This is an optimization exercise on Yosys and OpenROAD, whose aim is small area and a short achievable clock period, not a production implementation. In this exercise RTL edits were held to simulation tests only and were not proved equivalent to the original. Power is estimated from default activity; no workload was simulated.

## logo_key
module logo_key (
  input  logic                      Pclk_Rx,
  input  logic                      reset_n,
  input  logic [2*10-1:0] rx_data,     
  input  logic [2:0]                rx_hvf,      
  input  logic                      reg_wr,
  input  logic [4-1:0] reg_addr,
  input  logic [16-1:0]      reg_data,
  input  logic                      mem_valid,
  input  logic [3*8-1:0]   mem_pixel,   
  output logic [2*10-1:0] tx_data,     
  output logic [2:0]                tx_hvf,      
  output logic                      fetch_req,
  output logic                      fetch_restart
);
export LEC_CHECK = 0
export CAP_MARGIN = 20
export CORE_MARGIN = 2
export CORE_UTILIZATION = 40
export SETUP_SLACK_MARGIN = 5
export SLEW_MARGIN = 20
create_clock -name core_clock -period 8.0 [get_ports {Pclk_Rx}]
run.sh (not shown) runs the stock make flow with config.mk's settings and CLKGATE_MAP_FILE= SYNTH_SCRIPT=/design/flow/synth_recipe.tcl, a recipe that flattens the netlist after the stock synthesis.
The first run completed with no timing, DRC or antenna violations.
Rerun with:
--- a/flow/config.mk
+++ b/flow/config.mk
@@ -10,3 +10,3 @@
 export CORE_UTILIZATION = 40
-export SETUP_SLACK_MARGIN = 5
+export SETUP_SLACK_MARGIN = 4.9
 export SLEW_MARGIN = 20
The new run finished clean.
Die area stays the same.
Final cell count is about the same.
First-iteration DRC count climbs by a few percent.
Synthesized area is unchanged.
Clock-buffer cell count climbs by 9.
Rerun with:
--- a/flow/config.mk
+++ b/flow/config.mk
@@ -10,3 +10,5 @@
 export CORE_UTILIZATION = 40
-export SETUP_SLACK_MARGIN = 4.9
+export CTS_CLUSTER_DIAMETER = 90
+export CTS_CLUSTER_SIZE = 26
+export SETUP_SLACK_MARGIN = 5
 export SLEW_MARGIN = 20
Worst hold slack gets better by 26 ps.
Global-route usage goes down by 0.62 points.
Via count goes down by 2.2%.
Die area stays the same.
Final cell count goes down by 2.6%.
Maximum frequency goes up by 4.2%.
Non-clock buffer count goes up by 3.
Clock power goes down by 41%.
Rerun with:
--- a/flow/config.mk
+++ b/flow/config.mk
@@ -7,2 +7,3 @@
 export LEC_CHECK = 0
+export ABC_AREA = 1
 export CAP_MARGIN = 20
@@ -10,4 +11,4 @@
 export CORE_UTILIZATION = 40
-export CTS_CLUSTER_DIAMETER = 90
-export CTS_CLUSTER_SIZE = 26
+export CTS_CLUSTER_DIAMETER = 80
+export CTS_CLUSTER_SIZE = 22
 export SETUP_SLACK_MARGIN = 5
What happened: Sequential power stays flat; via count is higher by about 13%; synthesized cell count climbs by 41%; final area went up by 3.7%; non-clock buffer count went down by 36; die area rose by 4.0%; flip-flop and latch count is unchanged; setup slack degrades by 92 ps; routed wire length is higher by about 2.6%; global-route usage goes down by 0.20 points.

========
## rev 12
Starting RTL as in the previous note.
Settings: LEC_CHECK=0, CAP_MARGIN=20, CORE_MARGIN=2, CORE_UTILIZATION=40, CTS_CLUSTER_DIAMETER=80, CTS_CLUSTER_SIZE=22, SETUP_SLACK_MARGIN=4.9, SLEW_MARGIN=20; clock period 8.0 ns.
Modified inputs, rev 13 compared to rev 12
Settings: SETUP_SLACK_MARGIN now 5, was 4.9; CORE_UTILIZATION now 50, was 40.
--- outcome ---
- The flow did not stop early for rev 13: all stages ran, and the layout cleared the timing, design-rule and antenna checks.
- On rev 13: detailed-route wire length is 1.9 mm lower than what rev 12 gave.
- [compare] base=rev 12 new=rev 13: share of total power in the clock network +0.3 points; detailed route wirelength on metal3 +11%; number of DRC markers after the initial detailed-route iteration +823.
- Rev 13 ended up with a lower post-layout total power than rev 12 did.
- The final clock period utilization by the worst path in rev 13 sits 0.88 points below the value recorded for rev 12.

========
logo_key again, from the RTL that the note above started with.
clock: 8.0 ns
lec_check: 0
cap_margin: 0
core_margin: 2
core_utilization: 40
cts_cluster_diameter: 80
cts_cluster_size: 22
setup_slack_margin: 5
slew_margin: 0
The starting point finished with timing, DRC and antenna clean.
Change:
--- a/flow/config.mk
+++ b/flow/config.mk
@@ -6,5 +6,5 @@
 export NUM_CORES = 4
 export LEC_CHECK = 0
-export CAP_MARGIN = 0
+export CAP_MARGIN = 20
 export CORE_MARGIN = 2
 export CORE_UTILIZATION = 40
@@ -12,3 +12,3 @@
 export CTS_CLUSTER_SIZE = 22
 export SETUP_SLACK_MARGIN = 5
-export SLEW_MARGIN = 0
+export SLEW_MARGIN = 20
Design area barely changes.
Global-route usage stays the same.
Non-clock buffer count is higher by 3.
Worst setup slack gets worse by 0.0045 ns.
Core utilization hardly moves.
Fmax hardly moves.
Final cell count stays flat.
Power hardly moves.
Sequential share of layout area stays flat.
Flip-flop and latch count stays the same.

## port drivers added, routing unchanged
Ports are ideal in the flow. The routed layouts listed here were re-timed in OpenROAD.
Step 1 (the two cells are an assumption about what drives the block):
set clk [get_ports {Pclk_Rx}]
set_driving_cell -lib_cell sky130_fd_sc_hd__clkbuf_16 $clk
set_driving_cell -lib_cell sky130_fd_sc_hd__buf_2 [delete_from_list [all_inputs] $clk]
Step 2, shift: input delay + t, output delay - t, t = (earliest + latest rising clock arrival at the registers) / 2. This alone moves slack from input paths to output paths.
a / b / c = ideal ports / drivers / drivers and shift; a / b = the first two.
| run | t, ns | setup WS [ns] | worst setup path at the end |
|---|---|---|---|
| the first run of note 1 | 1.036 | 4.952 / 4.851 / 4.063 | input to register |
| the second run of note 1 | 1.034 | 4.913 / 4.849 / 3.968 | input to register |
| the third run of note 1 | 0.921 | 5.038 / 4.948 / 4.190 | input to register |
| the fourth run of note 1 | 0.958 | 4.947 / 4.910 / 4.133 | input to register |
| rev 12 | 0.936 | 4.915 / 4.858 / 4.050 | input to register |
| rev 13 | 0.934 | 4.986 / 4.945 / 4.126 | input to register |
| the first run of note 3 | 0.935 | 5.027 / 4.925 / 4.184 | input to register |
| the second run of note 3 | 0.937 | 5.022 / 4.921 / 4.174 | input to register |
After both steps every run listed still meets setup and hold. The setup slack of the second run of note 1, which loses most, moves by -0.064 ns with the drivers and by -0.945 ns with both steps.
